This is an optimization exercise on Yosys and OpenROAD, whose aim is a short achievable clock period and few clock cycles, not a production implementation. RTL that was checked went through simulation tests only; none was proved equivalent to the original. Only the layout flow was run in runs 1 and 2; the RTL was not checked for function there. Power is estimated from default activity; no workload was simulated.

==> design.v <==
package mw_pkg;
    typedef logic [32-1:0] addr_t;
    typedef logic [32-1:0] word_t;
    typedef logic [31:0]               bytes_t;
    typedef logic [31:0]               words_t;
    typedef logic [8:0]                beats_t;    
    typedef logic [7:0]                axlen_t;
    localparam int BYTES_PER_WORD = 32 / 8;
    localparam logic [2:0] AXI_AWSIZE = 3'($clog2(BYTES_PER_WORD));
    localparam logic [1:0] AXI_AWBURST_INCR = 2'b01;
    localparam logic [BYTES_PER_WORD-1:0] AXI_WSTRB_ALL = '1;
    typedef struct packed {
        addr_t  base_addr;
        addr_t  high_addr;     
        bytes_t portion_size;
    } mem_cfg_t;
    typedef struct packed {
        addr_t  awaddr;
        axlen_t awlen;
    } aw_beat_t;
    typedef struct packed {
        word_t wdata;
        logic  wlast;
    } w_beat_t;
    typedef struct packed {
        words_t fifo_words;
        words_t remain_words;
        addr_t  cur_addr;
    } plan_in_t;
    typedef enum logic [2:0] {
        IDLE,
        WAIT_DATA,
        PLAN,
        WRITE,
        WAIT_B
    } engine_state_e;
endpackage
`timescale 1ns/10ps
module memory_writer (
    input  logic                                CLK,
    input  logic                                RESET,
    input  mw_pkg::word_t                       s_tdata,
    input  logic                                s_tvalid,
    output logic                                s_tready,
    output mw_pkg::aw_beat_t                    aw,
    output logic                                awvalid,
    input  logic                                awready,
    output logic [2:0]                          awsize,
    output logic [1:0]                          awburst,
    output mw_pkg::w_beat_t                     w,
    output logic                                wvalid,
    input  logic                                wready,
    output logic [mw_pkg::BYTES_PER_WORD-1:0]   wstrb,
    input  logic                                bvalid,
    output logic                                bready,
    input  mw_pkg::mem_cfg_t                    cfg,
    input  logic                                run,
    input  logic                                stop,
    output logic                                status,
    output logic                                done,
    output mw_pkg::bytes_t                      transmitted_bytes,
    output mw_pkg::addr_t                       current_address
);
    localparam int DEPTH = 16;
    localparam int PTR_W = $clog2(DEPTH);
    localparam int CNT_W = $clog2(DEPTH + 1);
    assign awsize  = mw_pkg::AXI_AWSIZE;
    assign awburst = mw_pkg::AXI_AWBURST_INCR;
    assign wstrb   = mw_pkg::AXI_WSTRB_ALL;
    function automatic logic lt30(input logic [29:0] a, input logic [29:0] b);
        logic [31:0] l, g;
        logic [31:0] l2, g2;
        l = {2'b00, ~a & b};
        g = {2'b00, a & ~b};
        for (int w = 1; w < 32; w = w * 2) begin
            l2 = '0;
            g2 = '0;
            for (int i = 0; i < 32; i = i + 2 * w) begin
                l2[i] = l[i + w] | (~g[i + w] & l[i]);
                g2[i] = g[i + w] | (~l[i + w] & g[i]);
            end
            l = l2;
            g = g2;
        end
        lt30 = l[0];
    endfunction
    function automatic logic eqinc26(input logic [25:0] h, input logic [25:0] x);
        logic [26:0] t;
        logic        ok;
        t  = {1'b0, h ^ x};
        ok = t[0];
        for (int i = 0; i < 26; i++) begin
            ok = ok & (t[i] ? (x[i] == t[i + 1]) : !t[i + 1]);
        end
        eqinc26 = ok;
    endfunction
    function automatic logic far16(input logic [29:0] hi, input logic [29:0] x);
        far16 = !((hi[29:4] == x[29:4])
                  || (eqinc26(hi[29:4], x[29:4]) && (hi[3:0] <= x[3:0])));
    endfunction
    function automatic logic over16(input logic [30:0] x);
        over16 = (x[30:5] != '0) || (x[4] && x[3:0] != '0);
    endfunction
    function automatic logic [4:0] page16(input logic [29:0] a);
        page16 = (a[9:4] == 6'h3F) ? (5'd16 - {1'b0, a[3:0]}) : 5'd16;
    endfunction
    function automatic logic [6:0] pick(input logic [4:0] pc, input logic [4:0] hc,
                                        input logic hbig, input logic [4:0] rc,
                                        input logic rbig);
        logic sel_h, sel_r;
        logic [4:0] l;
        sel_h = (hc <= pc) && (hc <= rc);
        sel_r = (rc <= pc) && (rc <= hc);
        l = sel_h ? hc : sel_r ? rc : pc;
        pick = {l, sel_h && !hbig, sel_r && !rbig};
    endfunction
    logic        start;
    logic        fin;
    logic        stop_seen;
    logic [29:0] cur;           
    logic [29:0] aw_next;       
    logic [29:0] cfg_base_w, cfg_high_w;
    logic        in_range, in_range_q;
    logic [29:0] base_q, high_q;
    logic [31:0] portion_q;
    logic [4:0]  hc_rem, hc_base, pc_rem, pc_base, rc_first;
    logic        hbig_rem, hbig_base, rbig_first;
    assign start      = run && !status;
    assign cfg_base_w = cfg.base_addr[31:2];
    assign cfg_high_w = cfg.high_addr[31:2];
    assign in_range   = !lt30(aw_next, cfg_base_w) && lt30(aw_next, cfg_high_w);
    always_ff @(posedge CLK) begin
        in_range_q <= in_range;
        base_q     <= cfg_base_w;
        high_q     <= cfg_high_w;
        portion_q  <= cfg.portion_size;
        hbig_rem   <= far16(cfg_high_w, aw_next);
        hc_rem     <= far16(cfg_high_w, aw_next) ? 5'd16 : cfg_high_w[4:0] - aw_next[4:0];
        hbig_base  <= far16(cfg_high_w, cfg_base_w);
        hc_base    <= far16(cfg_high_w, cfg_base_w) ? 5'd16 : cfg_high_w[4:0] - cfg_base_w[4:0];
        pc_rem     <= page16(aw_next);
        pc_base    <= page16(cfg_base_w);
        rbig_first <= (cfg.portion_size[31:7] != '0)
                      || (cfg.portion_size[6] && cfg.portion_size[5:0] != '0);
        rc_first   <= ((cfg.portion_size[31:7] != '0)
                       || (cfg.portion_size[6] && cfg.portion_size[5:0] != '0))
                      ? 5'd16 : cfg.portion_size[6:2] + 5'(cfg.portion_size[1:0] != 2'b00);
    end
    logic [31:0]      mem [0:DEPTH-1];
    logic [PTR_W-1:0] wr_ptr, rd_ptr;
    logic [CNT_W-1:0] count;
    logic             wne_q;        
    logic             push, pop;
    logic             empty_nx, full_nx;
    assign push = s_tvalid && s_tready;
    always_ff @(posedge CLK) begin
        if (s_tready) mem[wr_ptr] <= s_tdata;
    end
    localparam logic [2:0] P_IDLE = 3'd0, P_INIT = 3'd1, P_B = 3'd2, P_C = 3'd3,
                           P_A1 = 3'd4, P_A2 = 3'd5;
    logic [2:0]  pst;
    logic [29:0] pa;            
    logic [30:0] pr;            
    logic [24:0] pa_hi_inc;     
    logic [25:0] pr_hi_dec;     
    logic [4:0]  pc_q, hc_q, rc_q, pl_q;
    logic        hbig_q, rbig_q;
    logic        pwrap_q, plast_q, pdone;
    logic [5:0]  pa_lo, pr_lo;
    logic [6:0]  pick_rem, pick_base, pick_a;
    logic [4:0]  pq_len  [0:3];
    logic        pq_wrap [0:3];
    logic [2:0]  pq_w, pq_a, pq_r;
    logic [2:0]  pq_used_a, pq_used_r;
    logic        pq_space;
    assign pq_used_a = pq_w - pq_a;
    assign pq_used_r = pq_w - pq_r;
    assign pq_space  = !pq_used_a[2] && !pq_used_r[2];
    always_comb begin
        pick_rem  = pick(pc_rem, hc_rem, hbig_rem, rbig_first ? 5'd16 : rc_first, rbig_first);
        pick_base = pick(pc_base, hc_base, hbig_base, rbig_first ? 5'd16 : rc_first, rbig_first);
        pick_a    = pick(pc_q, hc_q, hbig_q, rc_q, rbig_q);
        pa_lo     = {1'b0, pa[4:0]} + {1'b0, pl_q};
        pr_lo     = {1'b0, pr[4:0]} - {1'b0, pl_q};
    end
    logic [5:0]  aw_out;        
    logic [5:0]  ws_out;        
    logic [5:0]  w_lead;        
    logic        aw_ok_q, aw_blk_q, aw_chg, aw_cond;
    logic        aw_load, w_load, w_start, w_new, b_hs;
    logic        wgo_q, plan_nx, room_nx, neg_nx, stopc_nx;
    logic [2:0]  pw_r;
    logic [4:0]  w_rem;         
    logic [4:0]  w_len;
    logic [4:0]  hd_len;
    logic        hd_wrap;
    logic [5:0]  aw_lo;
    logic [24:0] aw_hi_inc;     
    logic [29:0] aw_nx_q;       
    logic [3:0]  aw_lm1_q;      
    logic [29:0] aw_addr;
    logic [3:0]  aw_len;
    logic [31:0] w_data;
    logic        w_last;
    logic [29:0] words_sent;
    logic        all_planned, status_nx;
    always_comb begin
        b_hs    = bvalid && bready;
        hd_len  = pq_len[pq_a[1:0]];
        hd_wrap = pq_wrap[pq_a[1:0]];
        aw_lo   = {1'b0, aw_next[4:0]} + {1'b0, hd_len};
        w_new   = (w_rem == '0);
        aw_cond = status && (pq_w != pq_a) && !aw_out[5] && !aw_out[4]
                  && ((w_lead != '0 && !w_lead[5])
                      || (!stop_seen && w_lead == '0 && w_new && wne_q));
        aw_load = aw_ok_q && (!awvalid || awready);
        aw_chg  = aw_load || (pst == P_INIT);
        w_load  = status && (wne_q || push) && (!w_new || wgo_q) && (!wvalid || wready);
        w_start = w_load && w_new;
        pop     = w_load;
        w_len   = !w_new ? w_rem : (pq_w != pq_r) ? pq_len[pq_r[1:0]] : pl_q;
        all_planned = pdone && (pq_w == pq_a) && (pq_w == pq_r);
        fin     = status && !awvalid && !wvalid && w_new && (w_lead == '0)
                  && ((aw_out == '0) || (aw_out == 6'd1 && bvalid))
                  && (all_planned || stop_seen);
        status_nx = start || (status && !fin);
        pw_r    = pq_w - pq_r + 3'(pst == P_B);
        plan_nx = (pst == P_INIT) || (pst == P_A2)
                  || (w_start ? (pw_r != 3'd1) : (pw_r != 3'd0));
        case ({w_start, b_hs})
            2'b10:   room_nx = ws_out < 6'd15;
            2'b01:   room_nx = ws_out <= 6'd16;
            default: room_nx = ws_out < 6'd16;
        endcase
        case ({w_start, aw_load})
            2'b10:   neg_nx = w_lead[5] && (w_lead != 6'h3F);    
            2'b01:   neg_nx = w_lead[5] || (w_lead == '0);       
            default: neg_nx = w_lead[5];
        endcase
        stopc_nx = !(stop_seen || (stop && status)) || neg_nx;
        empty_nx = ((count == '0) && !(push && !pop)) || ((count == CNT_W'(1)) && pop && !push);
        full_nx  = ((count == CNT_W'(DEPTH - 1)) && push && !pop)
                   || ((count == CNT_W'(DEPTH)) && !pop);
    end
    assign aw.awaddr = {aw_addr, 2'b00};
    assign aw.awlen  = {4'd0, aw_len};
    assign w.wdata   = w_data;
    assign w.wlast   = w_last;
    assign current_address   = {cur, 2'b00};
    assign transmitted_bytes = {words_sent, 2'b00};
    always_ff @(posedge CLK) begin
        pa_hi_inc <= pa[29:5] + 1'b1;
        pr_hi_dec <= pr[30:5] - 1'b1;
        aw_hi_inc <= aw_next[29:5] + 1'b1;
        aw_nx_q   <= hd_wrap ? base_q : {aw_lo[5] ? aw_hi_inc : aw_next[29:5], aw_lo[4:0]};
        aw_lm1_q  <= 4'(hd_len - 1'b1);
        case (pst)
            P_INIT: begin
                pa <= cur;
                pr <= {1'b0, portion_q[31:2]} + 31'(portion_q[1:0] != 2'b00);
                {pl_q, pwrap_q, plast_q} <= in_range_q ? pick_rem : pick_base;
            end
            P_C: begin
                pa <= pwrap_q ? base_q : {pa_lo[5] ? pa_hi_inc : pa[29:5], pa_lo[4:0]};
                pr <= {pr_lo[5] ? pr_hi_dec : pr[30:5], pr_lo[4:0]};
            end
            P_A1: begin
                pc_q   <= page16(pa);
                hbig_q <= far16(high_q, pa);
                hc_q   <= far16(high_q, pa) ? 5'd16 : high_q[4:0] - pa[4:0];
                rbig_q <= over16(pr);
                rc_q   <= over16(pr) ? 5'd16 : pr[4:0];
            end
            P_A2: {pl_q, pwrap_q, plast_q} <= pick_a;
            default: ;
        endcase
        if (pst == P_B) begin
            pq_len[pq_w[1:0]]  <= pl_q;
            pq_wrap[pq_w[1:0]] <= pwrap_q;
        end
        if (aw_load) begin
            aw_addr <= aw_next;
            aw_len  <= aw_lm1_q;
        end
        if (w_load) begin
            w_data <= wne_q ? mem[rd_ptr] : s_tdata;
            w_last <= (w_len == 5'd1);
        end
    end
    always_ff @(posedge CLK) begin
        if (RESET) begin
            status     <= 1'b0;
            done       <= 1'b0;
            s_tready   <= 1'b0;
            bready     <= 1'b0;
            stop_seen  <= 1'b0;
            aw_next    <= '0;
            cur        <= '0;
            words_sent <= '0;
            pst        <= P_IDLE;
            pdone      <= 1'b0;
            wr_ptr     <= '0;
            rd_ptr     <= '0;
            count      <= '0;
            wne_q      <= 1'b0;
            pq_w       <= '0;
            pq_a       <= '0;
            pq_r       <= '0;
            aw_out     <= '0;
            ws_out     <= '0;
            w_lead     <= '0;
            aw_ok_q    <= 1'b0;
            aw_blk_q   <= 1'b0;
            wgo_q      <= 1'b0;
            awvalid    <= 1'b0;
            wvalid     <= 1'b0;
            w_rem      <= '0;
        end else begin
            done     <= 1'b0;
            s_tready <= status_nx && !full_nx;
            aw_blk_q <= aw_chg;
            if (start) begin
                cur        <= in_range ? aw_next : cfg_base_w;
                status     <= 1'b1;
                bready     <= 1'b1;
                stop_seen  <= 1'b0;
                words_sent <= '0;
                pst        <= P_INIT;
                pdone      <= 1'b0;
                wr_ptr     <= '0;
                rd_ptr     <= '0;
                count      <= '0;
                wne_q      <= 1'b0;
                pq_w       <= '0;
                pq_a       <= '0;
                pq_r       <= '0;
                aw_ok_q    <= 1'b0;
                wgo_q      <= 1'b0;
            end else begin
                if (fin) begin
                    status <= 1'b0;
                    bready <= 1'b0;
                    done   <= all_planned;
                end
                if (stop && status) stop_seen <= 1'b1;
                case (pst)
                    P_INIT: begin
                        aw_next <= cur;
                        pst     <= P_B;
                    end
                    P_B: begin
                        pq_w  <= pq_w + 1'b1;
                        pdone <= plast_q;
                        pst   <= P_C;
                    end
                    P_C:  pst <= P_A1;
                    P_A1: if (!pdone && pq_space) pst <= P_A2;
                    P_A2: pst <= P_B;
                    default: ;
                endcase
                if (push) wr_ptr <= wr_ptr + 1'b1;
                if (pop)  rd_ptr <= rd_ptr + 1'b1;
                if (push && !pop) count <= count + 1'b1;
                if (pop && !push) count <= count - 1'b1;
                wne_q <= !empty_nx;
                aw_ok_q <= aw_cond && !aw_chg && !aw_blk_q;
                if (aw_load) begin
                    awvalid <= 1'b1;
                    pq_a    <= pq_a + 1'b1;
                    aw_next <= aw_nx_q;
                end else if (awready) begin
                    awvalid <= 1'b0;
                end
                wgo_q <= plan_nx && room_nx && stopc_nx;
                if (w_load) begin
                    wvalid <= 1'b1;
                    w_rem  <= w_len - 1'b1;
                    if (w_new) pq_r <= pq_r + 1'b1;
                end else if (wready) begin
                    wvalid <= 1'b0;
                end
                if (wvalid && wready) words_sent <= words_sent + 1'b1;
                case ({aw_load, b_hs})
                    2'b10:   aw_out <= aw_out + 1'b1;
                    2'b01:   aw_out <= aw_out - 1'b1;
                    default: ;
                endcase
                case ({w_start, b_hs})
                    2'b10:   ws_out <= ws_out + 1'b1;
                    2'b01:   ws_out <= ws_out - 1'b1;
                    default: ;
                endcase
                case ({w_start, aw_load})
                    2'b10:   w_lead <= w_lead + 1'b1;
                    2'b01:   w_lead <= w_lead - 1'b1;
                    default: ;
                endcase
            end
        end
    end
endmodule
==> flow/run.sh <==
#!/bin/bash
# Own layout flow: the standard flow (standard.sh) with two changes to how
# the layout is made:
#  - every port buffer is a sky130_fd_sc_hd__buf_4 rather than the flow's
#    default pick (a delay cell);
#  - the slow many-input OR/NOR/AOI cells are added to the platform's
#    don't-use list, so synthesis and repair build logic from faster cells.
# Registers, their names and cell types are those of the standard synthesis.
# make's full output goes to flow_make.log here; ORFS keeps each step's log
# under orfs/logs/.
set -euo pipefail
PLATFORM_DONT_USE="$(sed -n '/^export DONT_USE_CELLS/,/^#/p' "$FLOW_HOME/platforms/sky130hd/config.mk" \
  | grep -o 'sky130_fd_sc_hd__[a-z0-9_]*' | tr '\n' ' ')"
SLOW=""
for c in $(cat flow/slow_cells.txt); do SLOW="$SLOW $c"; done
bash standard.sh \
  "BUFFER_PORTS_ARGS=-buffer_cell sky130_fd_sc_hd__buf_4" \
  "DONT_USE_CELLS=$PLATFORM_DONT_USE$SLOW" \
  ${OWN_TARGETS:-finish} > flow_make.log 2>&1
==> flow/slow_cells.txt <==
sky130_fd_sc_hd__a2111o_1
sky130_fd_sc_hd__a2111o_2
sky130_fd_sc_hd__a2111o_4
sky130_fd_sc_hd__a2111oi_0
sky130_fd_sc_hd__a2111oi_1
sky130_fd_sc_hd__a2111oi_2
sky130_fd_sc_hd__a2111oi_4
sky130_fd_sc_hd__a311o_1
sky130_fd_sc_hd__a311o_2
sky130_fd_sc_hd__a311o_4
sky130_fd_sc_hd__a311oi_1
sky130_fd_sc_hd__a311oi_2
sky130_fd_sc_hd__a311oi_4
sky130_fd_sc_hd__a41o_1
sky130_fd_sc_hd__a41o_2
sky130_fd_sc_hd__a41o_4
sky130_fd_sc_hd__a41oi_1
sky130_fd_sc_hd__a41oi_2
sky130_fd_sc_hd__a41oi_4
sky130_fd_sc_hd__nor3_1
sky130_fd_sc_hd__nor3_2
sky130_fd_sc_hd__nor3_4
sky130_fd_sc_hd__nor3b_1
sky130_fd_sc_hd__nor3b_2
sky130_fd_sc_hd__nor3b_4
sky130_fd_sc_hd__nor4_1
sky130_fd_sc_hd__nor4_2
sky130_fd_sc_hd__nor4_4
sky130_fd_sc_hd__nor4b_1
sky130_fd_sc_hd__nor4b_2
sky130_fd_sc_hd__nor4b_4
sky130_fd_sc_hd__nor4bb_1
sky130_fd_sc_hd__nor4bb_2
sky130_fd_sc_hd__nor4bb_4
sky130_fd_sc_hd__o2111a_1
sky130_fd_sc_hd__o2111a_2
sky130_fd_sc_hd__o2111a_4
sky130_fd_sc_hd__o2111ai_1
sky130_fd_sc_hd__o2111ai_2
sky130_fd_sc_hd__o2111ai_4
sky130_fd_sc_hd__o311a_1
sky130_fd_sc_hd__o311a_2
sky130_fd_sc_hd__o311a_4
sky130_fd_sc_hd__o311ai_0
sky130_fd_sc_hd__o311ai_1
sky130_fd_sc_hd__o311ai_2
sky130_fd_sc_hd__o311ai_4
sky130_fd_sc_hd__o41a_1
sky130_fd_sc_hd__o41a_2
sky130_fd_sc_hd__o41a_4
sky130_fd_sc_hd__o41ai_1
sky130_fd_sc_hd__o41ai_2
sky130_fd_sc_hd__o41ai_4
sky130_fd_sc_hd__or3_1
sky130_fd_sc_hd__or3_2
sky130_fd_sc_hd__or3_4
sky130_fd_sc_hd__or3b_1
sky130_fd_sc_hd__or3b_2
sky130_fd_sc_hd__or3b_4
sky130_fd_sc_hd__or4_1
sky130_fd_sc_hd__or4_2
sky130_fd_sc_hd__or4_4
sky130_fd_sc_hd__or4b_1
sky130_fd_sc_hd__or4b_2
sky130_fd_sc_hd__or4b_4
sky130_fd_sc_hd__or4bb_1
sky130_fd_sc_hd__or4bb_2
sky130_fd_sc_hd__or4bb_4
==> standard.sh <==
#!/bin/bash
# synth_recipe.tcl (not shown) runs the flow's synth.tcl, then flattens the netlist and writes it again
# the make line also repeats each setting of config.mk as NAME=value (left out here)
make -C /OpenROAD-flow-scripts/flow DESIGN_CONFIG=/design/flow/config.mk WORK_HOME=/design/flow/orfs CLKGATE_MAP_FILE= SYNTH_SCRIPT=/design/flow/synth_recipe.tcl "${@:-finish}"
==> config.mk <==
export PLATFORM = sky130hd
export DESIGN_NAME = memory_writer
export DESIGN_NICKNAME = memory_writer
export VERILOG_FILES = /design/flow/design.v
export SDC_FILE = /design/flow/constraint.sdc
export NUM_CORES = 4
export LEC_CHECK = 0
export ABC_CLOCK_PERIOD_IN_PS = 2000
export CAP_MARGIN = 20
export CORE_MARGIN = 2
export CORE_UTILIZATION = 55
export SETUP_SLACK_MARGIN = 3.6
export SLEW_MARGIN = 20
==> constraint.sdc <==
create_clock -name core_clock -period 6.0 [get_ports {CLK}]
set_input_delay 1.2000 -clock core_clock [delete_from_list [all_inputs] [get_ports {CLK}]]
set_output_delay 1.2000 -clock core_clock [all_outputs]
set_load 0.01 [all_outputs]
==> flow_metrics.py, run 1 <==
metrics = {
    "power": {
        "p_per_area_nw_per_um2": 283.4,
        "vdd_drop_max_mv": 0.2484,
        "p_leak_nw": 21.65,
    },
    "final_layout": {
        "syn_to_final_growth_pct": 22.56,
        "drive_gt1_share_pct": 28.64,
        "final_area_um2": 58810,
        "nets": 4429,
        "fillers": 6136,
    },
    "global_routing": {
        "overflow": 0,
        "antenna_found_initial": 4,
        "grt_pass1_vias": 31077,
        "use_met2_pct": 49.13,
        "grt_use_met1_pct": 36.84,
        "grt_pass1_wl_mm": 190.3,
        "track_usage_pct": 28.18,
        "grt_max_degree": 74,
        "grt_busiest_layer": "met2",
        "use_met3_pct": 4.037,
    },
    "worst_setup_path": {
        "worstSetupPathType": "input port to flop",
        "setup.worst_path.end_class": "flop",
        "r2r_cells": 11,
        "cp.arrival_ns": 3.65,
        "r2r_start": "aw_next[24]",
        "ff2ff_setup_slack_ns": 3.00,
        "startpoint": "cfg[90]",
        "start_kind": "input port",
        "cp.required_ns": 6.53,
        "path_max_fanout": 8,
        "r2r-end": "cur[15]",
        "crit_path_end": "cur[15]",
    },
    "detailed_routing": {
        "ant_nets": 0,
        "wl_per_cell_um": 24.08,
        "drt_first_pass_iters": 6,
        "vias": 30921,
        "wirelength_mm": 128.8,
        "drt_iter0_drc": 2397,
        "drc": 0,
        "vias_per_cell": 5.779,
    },
    "synthesis": {
        "synth_top_area_share_pct": 43.05,
        "synthTopCellsByCount": "edfxtp_1 (688), dfxtp_1 (388), nor2_1 (365)",
        "ys_seq_area_share_pct": 59.24,
        "yosys_warnings": 1,
        "synth.avg_cell_area_um2": 13.14,
        "synth_edf_count": 688,
        "postSynthCellCount": 3652,
        "synth_cell_types": 73,
        "yosys-top-cells-area": "edfxtp_1 (43%), dfxtp_1 (16%), mux4_2 (8.0%), ha_1 (4.8%), mux2i_1 (3.1%)",
        "synth_most_common_cell": "edfxtp_1",
        "postSynth.asyncResetShare_pct": 0,
        "syn_area_um2": 47980,
        "ys.flop_type": "edfxtp_1",
        "ys_ff_latch": 1076,
        "synth_top_area_cell": "edfxtp_1",
    },
    "place": {
        "place.gp.congestion": 0.9263,
        "io_buffer_count": 264,
        "hpwl_mm": 77.67,
        "placed_cell_area_um2": 51680,
    },
    "floorplan": {
        "die_w_um": 299.4,
        "start_util_pct": 55.40,
        "coreArea_um2": 86620,
        "io_pins": 288,
        "rows": 108,
        "die-area_um2": 89620,
        "die_y_um": 299.4,
    },
    "run_status": {
        "outcome": "timing/DRC/antenna clean",
    },
    "timing": {
        "period_needed_ns": 3.120,
        "hold_viol": 0,
        "setup_violations": 0,
        "slew_viol_final": 0,
        "fmax_mhz": 320.5,
        "tightestPinTransition_ns": 0.8819,
        "setup_tns_ns": 0,
        "relSlewSlack_pct": 41.21,
        "rsz0062_at_grt": "yes",
        "skew_ns": 0.04260,
        "fin_crit_sh_pct": 52.00,
    },
    "cts": {
        "hold_buffers": 0,
        "cts_buffers": 111,
        "cts_sinks": 1076,
        "cts_root_buffer": "clkbuf_16",
        "h-tree-depth": 3,
        "cts_tree": "built",
        "cts_max_path_buffers": 3,
        "clk_pin_slew_ns": 0.06,
        "insertion_delay_ns": 0.71,
    },
    "job": {
        "max_cap_violations": 0,
    },
    "worst_hold_path": {
        "hold_class": "flop to flop",
    },
}
area by class of cell:
class | instances | area [um^2] | area share [%]
antenna | 3 | 7.507 | 0.01276
clock buffer | 144 | 3014 | 5.125
clock inverter | 64 | 696.9 | 1.185
inverter | 195 | 798.3 | 1.357
multi-input combinational | 2241 | 19520 | 33.19
sequential | 1076 | 28610 | 48.65
tap | 1155 | 1445 | 2.457
timing repair buffer | 473 | 4718 | 8.023
sequential cells by signal (all words and copies together) (netlist names), 6 cells and up, named ones only:
name and cells:
aw_addr 30, aw_hi_inc 25, aw_next 30, aw_nx_q 30
aw_out 6, base_q 30, cur 30, high_q 30
mem 512, pa 30, pa_hi_inc 25, portion_q 32
pq_len 20, pr 31, pr_hi_dec 26, w_data 32
w_lead 6, words_sent 30, ws_out 6
worst min-delay path by stage:
stage	startpoint	endpoint	slack (ns)	cells past startpoint
2_1_floorplan	aw_lm1_q[0]	aw_len[0]	0.39	0
3_3_place_gp	aw_lm1_q[1]	aw_len[1]	0.39	0
3_5_place_dp	aw_lm1_q[0]	aw_len[0]	0.40	0
4_1_cts	aw_lm1_q[0]	aw_len[0]	0.41	0
5_1_grt	aw_lm1_q[0]	aw_len[0]	0.41	0
6_report	aw_lm1_q[0]	aw_len[0]	0.41	0
what timing repair did:
item | CTS | global route
buffers inserted | 115 | 42
pin swaps | 55 | 77
setup endpoints to repair | 421 | 323
gates cloned | 11 | 5
gates resized for setup | 360 | 147
worst max-delay path, stage by stage:
cell and delay [ns]:
buf_12 0.10, nor2b_4 0.11, o21a_1 0.19, maj3_2 0.30, maj3_2 0.31, maj3_2 0.30
a21o_1 0.20, o31ai_4 0.27, buf_6 0.19, buf_12 0.17, mux2i_2 0.21, a211oi_1 0.08
per-stage QoR:
step / cells / setup slack [ns] / power [mW] / utilization, % / hold WS [ns]
global placement: 4967 / 2.022 / 9.629 / 59.66 / 0.3931
finish: 5351 / 2.880 / 16.67 / 67.90 / 0.4063
floorplan: 3669 / 2.358 / 9.193 / - / 0.3855
global route: 5350 / 2.798 / 17.20 / 67.89 / 0.4140
CTS: 5301 / 2.954 / 16.72 / 66.71 / 0.4087
detailed placement: 4967 / 1.982 / 9.671 / 59.66 / 0.3957
layer usage:
metal,up-vias,part of all wire [%]
met5,-,0.019
met1,15534,40
li1,14154,-
met3,248,5.5
met2,981,51
met4,4,2.9
cell usage in the layout (no fill, tap or decap), types with 19 or more instances in the layout:
cell       netlist  routed
a211oi_1        77      68
a21o_1          20      20
a21oi_1        116      89
a21oi_2          0      20
and3_1          38      32
buf_12           1      20
buf_4           21     287
buf_6            4     143
clkbuf_1        87      24
clkbuf_16        0     117
clkinv_2         0      20
conb_1           2      19
dfxtp_1        388     288
dfxtp_2          0      76
dfxtp_4          0      24
edfxtp_1       688     688
ha_1           186     147
ha_4             0      34
inv_1          194     167
mux2_2          45      43
mux2i_1        151     145
mux4_2         171     171
nand2_1        224     221
nand2b_1        60      49
nand3_1         86      85
nand4_1         55      55
nor2_1         365     332
nor2_4           0      26
nor2b_1         59      45
o21ai_0        118      78
o21ai_1          3      38
xnor2_1        171     166
xor2_1         102     100
kinds of logic (layout without fill, tap and decap cells):
kind of cell             after synthesis  in the layout  share of synthesized area (%)
XOR/XNOR                             273            273                          4.983
other                                  2             22                        0.01565
flip-flops                          1076           1076                          59.24
buffers and inverters                355            876                          3.330
AND/OR/NAND/NOR                      940            941                          9.092
adder cells (fa/ha/maj)              204            204                          5.426
AO/OA/AOI/OAI                        435            436                          5.679
multiplexers                         367            368                          12.23
power breakdown:
group | internal, mW | total, mW | switching (mW)
combinational | 0.636 | 1.44 | 0.802
clock | 4.00 | 6.96 | 2.95
sequential | 8.08 | 8.27 | 0.193
total | 12.7 | 16.7 | 3.95
==> run 2, diff against run 1 <==
--- a/design.v
+++ b/design.v
@@ -86,2 +86,22 @@
     endfunction
+    function automatic logic lt30g(input logic [29:0] a, input logic [29:0] b);
+        logic [31:0] aa, bb;
+        logic [7:0]  gl, ge;
+        logic        r;
+        aa = {2'b00, a};
+        bb = {2'b00, b};
+        for (int k = 0; k < 8; k++) begin
+            gl[k] = aa[4*k +: 4] < bb[4*k +: 4];
+            ge[k] = aa[4*k +: 4] == bb[4*k +: 4];
+        end
+        r = gl[7]
+            | (ge[7] & gl[6])
+            | (ge[7] & ge[6] & gl[5])
+            | (ge[7] & ge[6] & ge[5] & gl[4])
+            | (ge[7] & ge[6] & ge[5] & ge[4] & gl[3])
+            | (ge[7] & ge[6] & ge[5] & ge[4] & ge[3] & gl[2])
+            | (ge[7] & ge[6] & ge[5] & ge[4] & ge[3] & ge[2] & gl[1])
+            | (ge[7] & ge[6] & ge[5] & ge[4] & ge[3] & ge[2] & ge[1] & gl[0]);
+        lt30g = r;
+    endfunction
     function automatic logic eqinc26(input logic [25:0] h, input logic [25:0] x);
@@ -106,11 +126,21 @@
     endfunction
-    function automatic logic [6:0] pick(input logic [4:0] pc, input logic [4:0] hc,
-                                        input logic hbig, input logic [4:0] rc,
-                                        input logic rbig);
-        logic sel_h, sel_r;
+    function automatic logic [15:0] therm(input logic [4:0] v);
+        for (int k = 0; k < 16; k++) therm[k] = (v > 5'(k));
+    endfunction
+    function automatic logic [4:0] unterm(input logic [15:0] t);
         logic [4:0] l;
-        sel_h = (hc <= pc) && (hc <= rc);
-        sel_r = (rc <= pc) && (rc <= hc);
-        l = sel_h ? hc : sel_r ? rc : pc;
-        pick = {l, sel_h && !hbig, sel_r && !rbig};
+        l[4] = t[15];
+        l[3] = t[7] & !t[15];
+        l[2] = (t[3] & !t[7]) | (t[11] & !t[15]);
+        l[1] = (t[1] & !t[3]) | (t[5] & !t[7]) | (t[9] & !t[11]) | (t[13] & !t[15]);
+        l[0] = (t[0] & !t[1]) | (t[2] & !t[3]) | (t[4] & !t[5]) | (t[6] & !t[7])
+             | (t[8] & !t[9]) | (t[10] & !t[11]) | (t[12] & !t[13]) | (t[14] & !t[15]);
+        unterm = l;
+    endfunction
+    function automatic logic [17:0] pickt(input logic [15:0] tp, input logic [15:0] th,
+                                          input logic hbig, input logic [15:0] tr,
+                                          input logic rbig);
+        pickt = {tp & th & tr,
+                 !hbig && ((th & ~tp) == '0) && ((th & ~tr) == '0),
+                 !rbig && ((tr & ~tp) == '0) && ((tr & ~th) == '0)};
     endfunction
@@ -125,4 +155,6 @@
     logic [31:0] portion_q;
-    logic [4:0]  hc_rem, hc_base, pc_rem, pc_base, rc_first;
-    logic        hbig_rem, hbig_base, rbig_first;
+    logic [15:0] td_rem, td_base, tp_rem, tp_base, tr_first;
+    logic        eq_rem, eqi_rem, le_rem, eq_base, eqi_base, le_base, rbig_first;
+    logic        hbig_rem, hbig_base;
+    logic [15:0] th_rem, th_base;
     assign start      = run && !status;
@@ -130,3 +162,3 @@
     assign cfg_high_w = cfg.high_addr[31:2];
-    assign in_range   = !lt30(aw_next, cfg_base_w) && lt30(aw_next, cfg_high_w);
+    assign in_range   = !lt30g(aw_next, cfg_base_w) && lt30g(aw_next, cfg_high_w);
     always_ff @(posedge CLK) begin
@@ -136,13 +168,18 @@
         portion_q  <= cfg.portion_size;
-        hbig_rem   <= far16(cfg_high_w, aw_next);
-        hc_rem     <= far16(cfg_high_w, aw_next) ? 5'd16 : cfg_high_w[4:0] - aw_next[4:0];
-        hbig_base  <= far16(cfg_high_w, cfg_base_w);
-        hc_base    <= far16(cfg_high_w, cfg_base_w) ? 5'd16 : cfg_high_w[4:0] - cfg_base_w[4:0];
-        pc_rem     <= page16(aw_next);
-        pc_base    <= page16(cfg_base_w);
+        eq_rem     <= cfg_high_w[29:4] == aw_next[29:4];
+        eqi_rem    <= eqinc26(cfg_high_w[29:4], aw_next[29:4]);
+        le_rem     <= cfg_high_w[3:0] <= aw_next[3:0];
+        td_rem     <= therm(cfg_high_w[4:0] - aw_next[4:0]);
+        eq_base    <= cfg_high_w[29:4] == cfg_base_w[29:4];
+        eqi_base   <= eqinc26(cfg_high_w[29:4], cfg_base_w[29:4]);
+        le_base    <= cfg_high_w[3:0] <= cfg_base_w[3:0];
+        td_base    <= therm(cfg_high_w[4:0] - cfg_base_w[4:0]);
+        tp_rem     <= therm(page16(aw_next));
+        tp_base    <= therm(page16(cfg_base_w));
         rbig_first <= (cfg.portion_size[31:7] != '0)
                       || (cfg.portion_size[6] && cfg.portion_size[5:0] != '0);
-        rc_first   <= ((cfg.portion_size[31:7] != '0)
+        tr_first   <= ((cfg.portion_size[31:7] != '0)
                        || (cfg.portion_size[6] && cfg.portion_size[5:0] != '0))
-                      ? 5'd16 : cfg.portion_size[6:2] + 5'(cfg.portion_size[1:0] != 2'b00);
+                      ? 16'hFFFF
+                      : therm(cfg.portion_size[6:2] + 5'(cfg.portion_size[1:0] != 2'b00));
     end
@@ -150,6 +187,8 @@
     logic [PTR_W-1:0] wr_ptr, rd_ptr;
-    logic [CNT_W-1:0] count;
+    logic [DEPTH-1:0] count_t;      
+    logic [DEPTH-1:0] count_t_nx;
     logic             wne_q;        
     logic             push, pop;
-    logic             empty_nx, full_nx;
+    logic             full_nx;
+    assign wne_q = count_t[0];
     assign push = s_tvalid && s_tready;
@@ -165,3 +204,4 @@
     logic [25:0] pr_hi_dec;     
-    logic [4:0]  pc_q, hc_q, rc_q, pl_q;
+    logic [15:0] tp_q, th_q, tr_q;
+    logic [4:0]  pl_q;
     logic        hbig_q, rbig_q;
@@ -169,3 +209,3 @@
     logic [5:0]  pa_lo, pr_lo;
-    logic [6:0]  pick_rem, pick_base, pick_a;
+    logic [17:0] pick_rem, pick_base, pick_a, pick_i;
     logic [4:0]  pq_len  [0:3];
@@ -179,5 +219,10 @@
     always_comb begin
-        pick_rem  = pick(pc_rem, hc_rem, hbig_rem, rbig_first ? 5'd16 : rc_first, rbig_first);
-        pick_base = pick(pc_base, hc_base, hbig_base, rbig_first ? 5'd16 : rc_first, rbig_first);
-        pick_a    = pick(pc_q, hc_q, hbig_q, rc_q, rbig_q);
+        hbig_rem  = !(eq_rem || (eqi_rem && le_rem));
+        hbig_base = !(eq_base || (eqi_base && le_base));
+        th_rem    = hbig_rem ? 16'hFFFF : td_rem;
+        th_base   = hbig_base ? 16'hFFFF : td_base;
+        pick_rem  = pickt(tp_rem, th_rem, hbig_rem, tr_first, rbig_first);
+        pick_base = pickt(tp_base, th_base, hbig_base, tr_first, rbig_first);
+        pick_a    = pickt(tp_q, th_q, hbig_q, tr_q, rbig_q);
+        pick_i    = (pst == P_INIT) ? (in_range_q ? pick_rem : pick_base) : pick_a;
         pa_lo     = {1'b0, pa[4:0]} + {1'b0, pl_q};
@@ -185,5 +230,6 @@
     end
-    logic [5:0]  aw_out;        
-    logic [5:0]  ws_out;        
-    logic [5:0]  w_lead;        
+    logic [15:0] aw_out;        
+    logic [15:0] ws_out;        
+    logic [31:0] w_lead;        
+    logic        lead_pos, lead_zero;
     logic        aw_ok_q, aw_blk_q, aw_chg, aw_cond;
@@ -194,4 +240,5 @@
     logic [4:0]  w_len;
-    logic [4:0]  hd_len;
-    logic        hd_wrap;
+    logic [4:0]  hd_len_q;      
+    logic        hd_wrap_q;
+    logic        hd_ok_q;       
     logic [5:0]  aw_lo;
@@ -208,9 +255,8 @@
         b_hs    = bvalid && bready;
-        hd_len  = pq_len[pq_a[1:0]];
-        hd_wrap = pq_wrap[pq_a[1:0]];
-        aw_lo   = {1'b0, aw_next[4:0]} + {1'b0, hd_len};
+        aw_lo   = {1'b0, aw_next[4:0]} + {1'b0, hd_len_q};
         w_new   = (w_rem == '0);
-        aw_cond = status && (pq_w != pq_a) && !aw_out[5] && !aw_out[4]
-                  && ((w_lead != '0 && !w_lead[5])
-                      || (!stop_seen && w_lead == '0 && w_new && wne_q));
+        lead_pos  = w_lead[16];
+        lead_zero = w_lead[15] && !w_lead[16];
+        aw_cond = status && (pq_w != pq_a) && !aw_out[15]
+                  && (lead_pos || (!stop_seen && lead_zero && w_new && wne_q));
         aw_load = aw_ok_q && (!awvalid || awready);
@@ -222,4 +268,4 @@
         all_planned = pdone && (pq_w == pq_a) && (pq_w == pq_r);
-        fin     = status && !awvalid && !wvalid && w_new && (w_lead == '0)
-                  && ((aw_out == '0) || (aw_out == 6'd1 && bvalid))
+        fin     = status && !awvalid && !wvalid && w_new && lead_zero
+                  && (!aw_out[0] || (!aw_out[1] && bvalid))
                   && (all_planned || stop_seen);
@@ -230,15 +276,18 @@
         case ({w_start, b_hs})
-            2'b10:   room_nx = ws_out < 6'd15;
-            2'b01:   room_nx = ws_out <= 6'd16;
-            default: room_nx = ws_out < 6'd16;
+            2'b10:   room_nx = !ws_out[14];
+            2'b01:   room_nx = 1'b1;
+            default: room_nx = !ws_out[15];
         endcase
         case ({w_start, aw_load})
-            2'b10:   neg_nx = w_lead[5] && (w_lead != 6'h3F);    
-            2'b01:   neg_nx = w_lead[5] || (w_lead == '0);       
-            default: neg_nx = w_lead[5];
+            2'b10:   neg_nx = !w_lead[14];     
+            2'b01:   neg_nx = !w_lead[16];     
+            default: neg_nx = !w_lead[15];     
         endcase
         stopc_nx = !(stop_seen || (stop && status)) || neg_nx;
-        empty_nx = ((count == '0) && !(push && !pop)) || ((count == CNT_W'(1)) && pop && !push);
-        full_nx  = ((count == CNT_W'(DEPTH - 1)) && push && !pop)
-                   || ((count == CNT_W'(DEPTH)) && !pop);
+        case ({push, pop})
+            2'b10:   count_t_nx = {count_t[DEPTH-2:0], 1'b1};
+            2'b01:   count_t_nx = {1'b0, count_t[DEPTH-1:1]};
+            default: count_t_nx = count_t;
+        endcase
+        full_nx  = count_t_nx[DEPTH-1];
     end
@@ -254,4 +303,6 @@
         aw_hi_inc <= aw_next[29:5] + 1'b1;
-        aw_nx_q   <= hd_wrap ? base_q : {aw_lo[5] ? aw_hi_inc : aw_next[29:5], aw_lo[4:0]};
-        aw_lm1_q  <= 4'(hd_len - 1'b1);
+        hd_len_q  <= pq_len[pq_a[1:0]];
+        hd_wrap_q <= pq_wrap[pq_a[1:0]];
+        aw_nx_q   <= hd_wrap_q ? base_q : {aw_lo[5] ? aw_hi_inc : aw_next[29:5], aw_lo[4:0]};
+        aw_lm1_q  <= 4'(hd_len_q - 1'b1);
         case (pst)
@@ -260,3 +311,2 @@
                 pr <= {1'b0, portion_q[31:2]} + 31'(portion_q[1:0] != 2'b00);
-                {pl_q, pwrap_q, plast_q} <= in_range_q ? pick_rem : pick_base;
             end
@@ -267,11 +317,15 @@
             P_A1: begin
-                pc_q   <= page16(pa);
+                tp_q   <= therm(page16(pa));
                 hbig_q <= far16(high_q, pa);
-                hc_q   <= far16(high_q, pa) ? 5'd16 : high_q[4:0] - pa[4:0];
+                th_q   <= far16(high_q, pa) ? 16'hFFFF : therm(high_q[4:0] - pa[4:0]);
                 rbig_q <= over16(pr);
-                rc_q   <= over16(pr) ? 5'd16 : pr[4:0];
+                tr_q   <= over16(pr) ? 16'hFFFF : therm(pr[4:0]);
             end
-            P_A2: {pl_q, pwrap_q, plast_q} <= pick_a;
             default: ;
         endcase
+        if (pst == P_INIT || pst == P_A2) begin
+            pl_q    <= unterm(pick_i[17:2]);
+            pwrap_q <= pick_i[1];
+            plast_q <= pick_i[0];
+        end
         if (pst == P_B) begin
@@ -280,9 +334,18 @@
         end
-        if (aw_load) begin
-            aw_addr <= aw_next;
-            aw_len  <= aw_lm1_q;
-        end
-        if (w_load) begin
-            w_data <= wne_q ? mem[rd_ptr] : s_tdata;
-            w_last <= (w_len == 5'd1);
+    end
+    always_ff @(posedge CLK) begin
+        if (RESET) begin
+            aw_addr <= '0;
+            aw_len  <= '0;
+            w_data  <= '0;
+            w_last  <= 1'b0;
+        end else begin
+            if (aw_load) begin
+                aw_addr <= aw_next;
+                aw_len  <= aw_lm1_q;
+            end
+            if (w_load) begin
+                w_data <= wne_q ? mem[rd_ptr] : s_tdata;
+                w_last <= (w_len == 5'd1);
+            end
         end
@@ -303,4 +366,3 @@
             rd_ptr     <= '0;
-            count      <= '0;
-            wne_q      <= 1'b0;
+            count_t    <= '0;
             pq_w       <= '0;
@@ -310,5 +372,6 @@
             ws_out     <= '0;
-            w_lead     <= '0;
+            w_lead     <= 32'h0000_FFFF;
             aw_ok_q    <= 1'b0;
             aw_blk_q   <= 1'b0;
+            hd_ok_q    <= 1'b0;
             wgo_q      <= 1'b0;
@@ -331,4 +394,3 @@
                 rd_ptr     <= '0;
-                count      <= '0;
-                wne_q      <= 1'b0;
+                count_t    <= '0;
                 pq_w       <= '0;
@@ -337,2 +399,3 @@
                 aw_ok_q    <= 1'b0;
+                hd_ok_q    <= 1'b0;
                 wgo_q      <= 1'b0;
@@ -362,6 +425,5 @@
                 if (pop)  rd_ptr <= rd_ptr + 1'b1;
-                if (push && !pop) count <= count + 1'b1;
-                if (pop && !push) count <= count - 1'b1;
-                wne_q <= !empty_nx;
-                aw_ok_q <= aw_cond && !aw_chg && !aw_blk_q;
+                count_t <= count_t_nx;
+                aw_ok_q <= aw_cond && hd_ok_q && !aw_chg && !aw_blk_q;
+                hd_ok_q <= (pq_w != pq_a) && !aw_chg;
                 if (aw_load) begin
@@ -383,4 +445,4 @@
                 case ({aw_load, b_hs})
-                    2'b10:   aw_out <= aw_out + 1'b1;
-                    2'b01:   aw_out <= aw_out - 1'b1;
+                    2'b10:   aw_out <= {aw_out[14:0], 1'b1};
+                    2'b01:   aw_out <= {1'b0, aw_out[15:1]};
                     default: ;
@@ -388,4 +450,4 @@
                 case ({w_start, b_hs})
-                    2'b10:   ws_out <= ws_out + 1'b1;
-                    2'b01:   ws_out <= ws_out - 1'b1;
+                    2'b10:   ws_out <= {ws_out[14:0], 1'b1};
+                    2'b01:   ws_out <= {1'b0, ws_out[15:1]};
                     default: ;
@@ -393,4 +455,4 @@
                 case ({w_start, aw_load})
-                    2'b10:   w_lead <= w_lead + 1'b1;
-                    2'b01:   w_lead <= w_lead - 1'b1;
+                    2'b10:   w_lead <= {w_lead[30:0], 1'b1};
+                    2'b01:   w_lead <= {1'b0, w_lead[31:1]};
                     default: ;
--- a/flow/run.sh
+++ b/flow/run.sh
@@ -18,2 +18,2 @@
   "DONT_USE_CELLS=$PLATFORM_DONT_USE$SLOW" \
-  ${OWN_TARGETS:-finish} > flow_make.log 2>&1
+  finish > flow_make.log 2>&1
--- a/flow/slow_cells.txt
+++ b/flow/slow_cells.txt
@@ -68 +68,13 @@
 sky130_fd_sc_hd__or4bb_4
+sky130_fd_sc_hd__fa_1
+sky130_fd_sc_hd__fa_2
+sky130_fd_sc_hd__fa_4
+sky130_fd_sc_hd__fah_1
+sky130_fd_sc_hd__fahcin_1
+sky130_fd_sc_hd__fahcon_1
+sky130_fd_sc_hd__ha_1
+sky130_fd_sc_hd__ha_2
+sky130_fd_sc_hd__ha_4
+sky130_fd_sc_hd__maj3_1
+sky130_fd_sc_hd__maj3_2
+sky130_fd_sc_hd__maj3_4
==> run 2 against run 1 <==
Net effect: core utilization rose by 0.90 points; largest power group unchanged; non-clock buffer count rose by 117; combinational power rose by 37%; clock skew fell by 0.019 ns.
==> flow_metrics.py, run 2 <==
metrics = {
    "run_status": {
        "outcome": "timing/DRC/antenna clean",
    },
    "worst_setup_path": {
        "slowest_stage": "a221oi_4",
        "path_common_cell": "buf_12",
        "start_kind": "input port",
        "path_max_fanout": 6,
        "crit_cells": 12,
        "cp.required_ns": 6.66,
        "r2r_cells": 12,
        "cp.arrival_ns": 3.22,
        "worst-path-buf-inv": 4,
        "worstSetupPathType": "input port to flop",
        "crit_path_max_incr_delay_ns": 0.27,
        "critPathTopFamily": "compound AO/OA/AOI/OAI gates",
        "setup.worst_path.end_class": "flop",
        "crit_chain": "buf_12 -> xnor2_4 -> and3_4 -> and4_4 -> and4_4 -> a221oi_4 -> o211ai_4 -> buf_12 -> buf_12 -> buf_16 -> a21o_1 -> a211oi_2",
    },
    "synthesis": {
        "synth_edf_count": 654,
        "yosys-top-cells-area": "edfxtp_1 (37%), dfxtp_1 (22%), mux4_2 (7.3%), xnor2_1 (3.4%), nand2_1 (3.4%)",
        "ys.flop_type": "edfxtp_1",
        "synth_top_area_share_pct": 37.11,
        "ys_ff_latch": 1229,
        "synth_most_common_cell": "edfxtp_1",
        "postSynth.asyncResetShare_pct": 0,
        "synth_top_area_cell": "edfxtp_1",
        "syn_area_um2": 52930,
        "synth.avg_cell_area_um2": 11.78,
        "synthTopCellsByCount": "edfxtp_1 (654), dfxtp_1 (575), nand2_1 (473)",
        "ys_seq_area_share_pct": 58.86,
        "postSynthCellCount": 4494,
        "synth_cell_types": 80,
        "yosys_warnings": 1,
    },
    "timing": {
        "period_needed_ns": 2.568,
        "fmax_mhz": 389.4,
        "tightestPinTransition_ns": 0.9275,
        "holdWs_ns": 0.4562,
        "fin_crit_sh_pct": 42.80,
        "setup_tns_ns": 0,
        "slew_viol_final": 0,
        "relSlewSlack_pct": 38.17,
        "setup_violations": 0,
        "skew_ns": 0.02370,
        "rsz0062_at_grt": "yes",
        "hold_viol": 0,
    },
    "detailed_routing": {
        "ant_nets": 0,
        "vias": 37581,
        "drc": 0,
        "wl_per_cell_um": 24.13,
        "vias_per_cell": 5.941,
        "drt_iter0_drc": 3752,
        "wirelength_mm": 152.6,
        "drt_first_pass_iters": 6,
    },
    "final_layout": {
        "drive_gt1_share_pct": 28.47,
        "nets": 5087,
        "fillers": 6888,
        "regMostFlops": "mem",
        "final_cell_mix": "edfxtp_1 (654), nand2_1 (465), dfxtp_1 (413), nor2_1 (397), buf_4 (365)",
        "antenna_cells": 0,
        "syn_to_final_growth_pct": 23.68,
        "largest_register_ffs": 512,
        "utilization_pct": 68.79,
        "final_common_cell": "edfxtp_1",
    },
    "global_routing": {
        "track_usage_pct": 30.40,
        "antenna_found_initial": 3,
        "grt_pass1_vias": 36010,
        "grt_pass1_wl_mm": 225.7,
        "grt_max_degree": 80,
        "overflow": 0,
    },
    "cts": {
        "cts_sinks": 1229,
        "h-tree-depth": 4,
        "cts_root_buffer": "clkbuf_16",
        "cts_buffers": 133,
        "insertion_delay_ns": 0.76,
        "cts_tree": "built",
        "clk_pin_slew_ns": 0.06,
        "cts_max_path_buffers": 3,
    },
    "power": {
        "p_leak_nw": 23.24,
        "vdd_drop_max_mv": 0.2829,
        "p_per_area_nw_per_um2": 296.6,
    },
    "worst_hold_path": {
        "hold_class": "flop to flop",
        "min_path_cells": 2,
    },
    "floorplan": {
        "coreArea_um2": 95150,
        "die_w_um": 314.2,
        "io_pins": 288,
        "rows": 113,
        "die-area_um2": 98720,
        "die_y_um": 314.2,
        "start_util_pct": 55.62,
    },
    "place": {
        "place.gp.congestion": 0.9338,
        "hpwl_mm": 91.21,
        "io_buffer_count": 264,
    },
    "job": {
        "max_cap_violations": 0,
    },
}
[run 2: cells by family after synthesis]
logic type / after synthesis / share of synthesized area, %
AOI/OAI and AO/OA: 891 / 11.17
buffers and inverters: 399 / 3.303
DFF: 1229 / 58.86
xor gates and xnor gates: 308 / 5.125
and+or+nand+nor: 1390 / 12.26
muxes: 275 / 9.262
other: 2 / 0.01419
[run 2: worst min-delay path, stage by stage, from the launching register on]
cell	delay (ns)
dfxtp_1	0.30
nand2_1	0.06
a21oi_1	0.06
[run 2: metrics by stage]
| stage | cells | area (um^2) | total power [mW] | setup slack [ns] |
|---|---|---|---|---|
| floorplan | 4514 | 53690 | 10.48 | 3.002 |
| global placement | 5813 | 56380 | 11.02 | 1.950 |
| detailed placement | 5813 | 56380 | 11.04 | 1.971 |
| CTS | 6245 | 64290 | 19.38 | 3.479 |
| global route | 6326 | 65460 | 20.01 | 3.387 |
| finish | 6326 | 65460 | 19.41 | 3.432 |
[run 2: layout make-up]
cell class                 count  area, um^2  share of cell area, %
clock inverter                52       559.3                 0.8544
tap                         1265        1583                  2.418
timing repair buffer         590        5954                  9.097
sequential                  1229       31510                  48.14
clock buffer                 193        3775                  5.767
inverter                     101       389.1                 0.5945
multi-input combinational   2896       21690                  33.13
[run 2: power by group]
group	total [mW]	internal, mW	switching (mW)
Combinational	1.98	0.869	1.11
Clock	8.09	4.68	3.42
Sequential	9.34	9.11	0.236
[run 2: worst paths after layout]
kind | startpoint | slack, ns | endpoint
max reg2reg | aw_next[3] | 3.46 | cur[21]
min reg2reg | aw_lm1_q[0] | 0.46 | aw_len[0]
min | aw_lm1_q[0] | 0.46 | aw_len[0]
max | cfg[59] | 3.43 | cur[21]
[run 2: per-layer routing]
layer,share of wire (%),GRT usage [%]
met1,42,42.23
met2,48,48.67
met3,7.4,5.567
met4,2.8,9.754
met5,0,0
[run 2: repair_timing]
item / CTS / global route
endpoints found under the setup margin: 510 / 343
endpoints found under the hold margin: 0 / 0
pin swaps: 62 / 44
hold buffers: 0 / 0
buffers inserted: 173 / 75
resized for setup: 561 / 106
cloned: 14 / 4
==> run 3, diff against run 2 <==
--- a/design.v
+++ b/design.v
@@ -185,4 +185,5 @@
     end
-    logic [31:0]      mem [0:DEPTH-1];
-    logic [PTR_W-1:0] wr_ptr, rd_ptr;
+    logic [DEPTH-1:0][31:0] mem;    
+    logic [DEPTH-1:0] wr_oh;        
+    logic [PTR_W-1:0] rd_ptr;
     logic [DEPTH-1:0] count_t;      
@@ -195,3 +196,5 @@
     always_ff @(posedge CLK) begin
-        if (s_tready) mem[wr_ptr] <= s_tdata;
+        for (int i = 0; i < DEPTH; i++) begin
+            if (s_tready && wr_oh[i]) mem[i] <= s_tdata;
+        end
     end
@@ -210,4 +213,4 @@
     logic [17:0] pick_rem, pick_base, pick_a, pick_i;
-    logic [4:0]  pq_len  [0:3];
-    logic        pq_wrap [0:3];
+    logic [3:0][4:0] pq_len;
+    logic [3:0]      pq_wrap;
     logic [2:0]  pq_w, pq_a, pq_r;
@@ -364,3 +367,3 @@
             pdone      <= 1'b0;
-            wr_ptr     <= '0;
+            wr_oh      <= DEPTH'(1);
             rd_ptr     <= '0;
@@ -392,3 +395,3 @@
                 pdone      <= 1'b0;
-                wr_ptr     <= '0;
+                wr_oh      <= DEPTH'(1);
                 rd_ptr     <= '0;
@@ -423,3 +426,3 @@
                 endcase
-                if (push) wr_ptr <= wr_ptr + 1'b1;
+                if (push) wr_oh <= {wr_oh[DEPTH-2:0], wr_oh[DEPTH-1]};
                 if (pop)  rd_ptr <= rd_ptr + 1'b1;
==> run 3 against run 2 <==
Net effect: combinational power decreased by 16%; sequential cell count rose by 6; routed wire length down 5.5%; sequential power increased by 0.6%; sequential share of layout area grew 1.1 points; first-iteration DRC count fell by 19%; critical path type unchanged; area after synthesis barely moved; die area about the same; final area decreased by 1.9%; non-clock buffer count decreased by 60; worst setup slack got worse by 0.078 ns; critical path depth fell by 1.
==> flow_metrics.py, run 3 <==
metrics = {
    "place": {
        "hpwl_mm": 84.83,
        "place.gp.congestion": 0.9087,
        "io_buffer_count": 264,
    },
    "final_layout": {
        "nets": 5054,
        "ff_latch_area_um2": 31610,
        "drive_gt1_share_pct": 26.91,
        "multi_input_area_um2": 21400,
        "final_cell_mix": "edfxtp_1 (654), nand2_1 (507), dfxtp_1 (411), nor2_1 (378), buf_4 (337)",
        "syn_to_final_growth_pct": 21.26,
        "final_common_cell": "edfxtp_1",
        "largest_register_ffs": 512,
        "regMostFlops": "mem",
        "fillers": 7166,
    },
    "worst_setup_path": {
        "start_kind": "input port",
        "crit_chain": "buf_12 -> and2b_2 -> o221ai_4 -> a211oi_2 -> o31a_2 -> o21ai_4 -> a211oi_4 -> buf_6 -> buf_12 -> mux2i_1 -> a211oi_1",
        "r2r-end": "th_q[4]",
        "cp.arrival_ns": 3.23,
        "crit_path_end": "cur[10]",
        "crit_path_max_incr_delay_ns": 0.32,
        "path_common_cell": "buf_12",
        "worstSetupPathType": "input port to flop",
        "r2r_cells": 8,
        "critPathTopFamily": "compound AO/OA/AOI/OAI gates",
        "ff2ff_setup_slack_ns": 3.40,
        "startpoint": "cfg[35]",
        "setup.worst_path.end_class": "flop",
        "crit_cells": 11,
        "cp.required_ns": 6.58,
        "worst-path-buf-inv": 3,
        "r2r_start": "pa[16]",
        "slowest_stage": "a211oi_2",
        "path_max_fanout": 6,
    },
    "timing": {
        "rsz0062_at_grt": "yes",
        "setup_violations": 0,
        "skew_ns": 0.02810,
        "tightestPinTransition_ns": 0.9420,
        "holdWs_ns": 0.4348,
        "relSlewSlack_pct": 37.14,
        "slew_viol_final": 0,
        "fin_crit_sh_pct": 44.09,
        "setup_tns_ns": 0,
        "hold_viol": 0,
        "fmax_mhz": 378.0,
        "period_needed_ns": 2.646,
    },
    "cts": {
        "cts_root_buffer": "clkbuf_16",
        "clk_pin_slew_ns": 0.06,
        "cts_sinks": 1235,
        "h-tree-depth": 4,
        "cts_buffers": 132,
        "cts_tree": "built",
        "hold_buffers": 0,
        "cts_max_path_buffers": 3,
        "insertion_delay_ns": 0.75,
    },
    "power": {
        "p_per_area_nw_per_um2": 295.5,
        "cellInternalPower_mw": 14.45,
        "power_frac_comb_pct": 8.7,
        "switchingPower_mw": 4.533,
        "pwr-share-seq_pct": 49.5,
        "power_frac_clock_pct": 41.7,
        "p_leak_nw": 22.79,
        "switching_share_pct": 23.88,
        "vdd_drop_max_mv": 0.2460,
    },
    "floorplan": {
        "coreArea_um2": 95290,
        "die-area_um2": 98820,
        "io_pins": 288,
        "die_y_um": 314.4,
        "start_util_pct": 55.59,
        "rows": 113,
        "die_w_um": 314.4,
    },
    "synthesis": {
        "synth_top_area_cell": "edfxtp_1",
        "synth.avg_cell_area_um2": 11.72,
        "syn_area_um2": 52980,
        "synth_top_area_share_pct": 37.07,
        "synthTopCellsByCount": "edfxtp_1 (654), dfxtp_1 (581), nand2_1 (521)",
        "postSynthCellCount": 4519,
        "synth_most_common_cell": "edfxtp_1",
        "yosys-top-cells-area": "edfxtp_1 (37%), dfxtp_1 (22%), mux4_2 (7.3%), nand2_1 (3.7%), xnor2_1 (3.4%)",
        "yosys_warnings": 1,
        "postSynth.asyncResetShare_pct": 0,
        "ys_ff_latch": 1235,
        "ys.flop_type": "edfxtp_1",
        "ys_seq_area_share_pct": 59.02,
        "synth_cell_types": 79,
        "synth_edf_count": 654,
    },
    "global_routing": {
        "grt_max_degree": 100,
        "track_usage_pct": 28.64,
        "grt_pass1_wl_mm": 213.7,
        "overflow": 0,
        "grt_pass1_vias": 35060,
        "antenna_found_initial": 6,
    },
    "detailed_routing": {
        "drc": 0,
        "vias_per_cell": 5.818,
        "drt_iter0_drc": 3038,
        "vias": 36606,
        "wirelength_mm": 144.2,
        "drt_first_pass_iters": 6,
        "wl_per_cell_um": 22.92,
        "ant_nets": 0,
    },
    "run_status": {
        "outcome": "timing/DRC/antenna clean",
    },
    "worst_hold_path": {
        "hold_class": "flop to flop",
    },
    "job": {
        "max_cap_violations": 0,
    },
}
-- run 3: changes by cell type after synthesis, sizes merged, moves of 18 or more --
| cell | before | now |
|---|---|---|
| o22ai | 71 | 40 |
| mux2i | 96 | 133 |
| o21bai | 20 | 2 |
| a211oi | 110 | 88 |
| nor2 | 429 | 403 |
| nand2 | 474 | 521 |
| mux2 | 8 | 30 |
| o221ai | 36 | 14 |
| o21ai | 211 | 244 |
-- run 3: worst register-to-register path: cells and delay by family (launching register included) --
| kind | cells | cell delay, ns |
|---|---|---|
| and+or+nand+nor | 4 | 0.84 |
| xor gates and xnor gates | 2 | 0.46 |
| AOI/OAI and AO/OA | 2 | 0.51 |
| DFF | 1 | 0.49 |
-- run 3: logic make-up (layout without fill, tap and decap cells) --
kind of cell,Yosys count,count (layout),synth area share (%)
and+or+nand+nor,1412,1416,12.41
DFF,1235,1235,59.02
AOI/OAI and AO/OA,812,815,9.480
buffers and inverters,409,887,3.384
muxes,334,334,10.42
xor gates and xnor gates,315,315,5.264
other,2,25,0.01418
-- run 3: per-stage QoR --
step | worst slack (ns) | cell area (um^2) | utilization (%) | total power [mW] | cells
2_1_floorplan | 3.024 | 53610 | - | 10.43 | 4539
3_3_place_gp | 2.054 | 56030 | 58.80 | 10.92 | 5820
3_5_place_dp | 2.021 | 56030 | 58.80 | 10.93 | 5820
4_1_cts | 3.403 | 62880 | 65.99 | 18.99 | 6207
5_1_grt | 3.299 | 64240 | 67.41 | 19.60 | 6291
6_report | 3.354 | 64240 | 67.42 | 18.98 | 6292
-- run 3: worst min path at each step --
stage,start,end,slack [ns],depth (start not counted)
floorplan,aw_lm1_q[0],aw_len[0],0.42,2
global placement,aw_lm1_q[0],aw_len[0],0.43,2
detailed placement,aw_lm1_q[0],aw_len[0],0.43,2
CTS,aw_lm1_q[0],aw_len[0],0.43,2
global route,wr_oh[0],wr_oh[1],0.47,2
finish,aw_lm1_q[0],aw_len[0],0.43,2
-- run 3: final cells by class --
cell class | count | area share [%]
Tap cell | 1265 | 2.464
Sequential cell | 1235 | 49.20
Antenna cell | 3 | 0.01169
Clock inverter | 51 | 0.7420
Inverter | 117 | 0.6836
Clock buffer | 189 | 5.761
Multi-Input combinational cell | 2902 | 33.30
Timing Repair Buffer | 530 | 7.839
-- run 3: what timing repair did --
item | 4_1_cts | 5_1_grt
pin swaps | 55 | 85
setup buffers | 136 | 80
endpoints found under the hold margin | 0 | 0
resized for setup | 456 | 165
cloned | 11 | 2
setup endpoints to repair | 558 | 367
-- run 3: per-layer routing --
metal  global-route usage (%)  part of all wire (%)  vias to the layer above
met4                    10.48                   3.0                        4
met3                    5.382                   6.6                      261
met1                    38.66                    42                    18066
li1                         -                     -                    17105
met5                        0                 0.017                        -
met2                    46.45                    48                     1170
-- run 3: power groups by stage --
| stage | Sequential [mW] | Clock [mW] | Combinational, mW |
|---|---|---|---|
| 2_1_floorplan | 9.45 | 0 | 0.983 |
| 3_3_place_gp | 9.59 | 0 | 1.33 |
| 3_5_place_dp | 9.59 | 0 | 1.34 |
| 4_1_cts | 9.40 | 8.06 | 1.54 |
| 5_1_grt | 9.42 | 8.39 | 1.79 |
| 6_report | 9.40 | 7.92 | 1.66 |
Testbench counts of run 3, summed over its fixed seeds: cycles 82,609.

-- afterwards: timing with drivers on the ports --
How much do the figures lean on ideal ports? The routed layouts below were timed once more, with nothing changed but the port constraints.
Step 1 sets driving cells, clkbuf_16 on the clock port and buf_2 on the other inputs (assumed; they add their load-dependent delay and slew).
Step 2 moves the port delays by t, midway between the first and last clock arrival at a register: inputs arrive t later, outputs are due t later. That takes back most of the time a late clock gives input paths.
Slacks: no drivers / after step 1 / after step 2; pairs: no drivers / after step 1.
run	shift t [ns]	slack for setup (ns)	hold slack, ns	worst register clock-pin slew, ns	pins driven straight from the clock port
run 1	0.770	2.880 / 2.883 / 2.113	0.406 / 0.406 / 0.406	0.07 / 0.07	1
run 2	0.816	3.432 / 3.449 / 2.633	0.456 / 0.456 / 0.456	0.06 / 0.06	1
run 3	0.804	3.354 / 3.361 / 2.557	0.435 / 0.435 / 0.435	0.07 / 0.07	1
After both steps setup and hold are still met in every run listed. The setup slack of run 2, which loses most, moves by +0.017 ns with the drivers and by -0.799 ns with both steps.
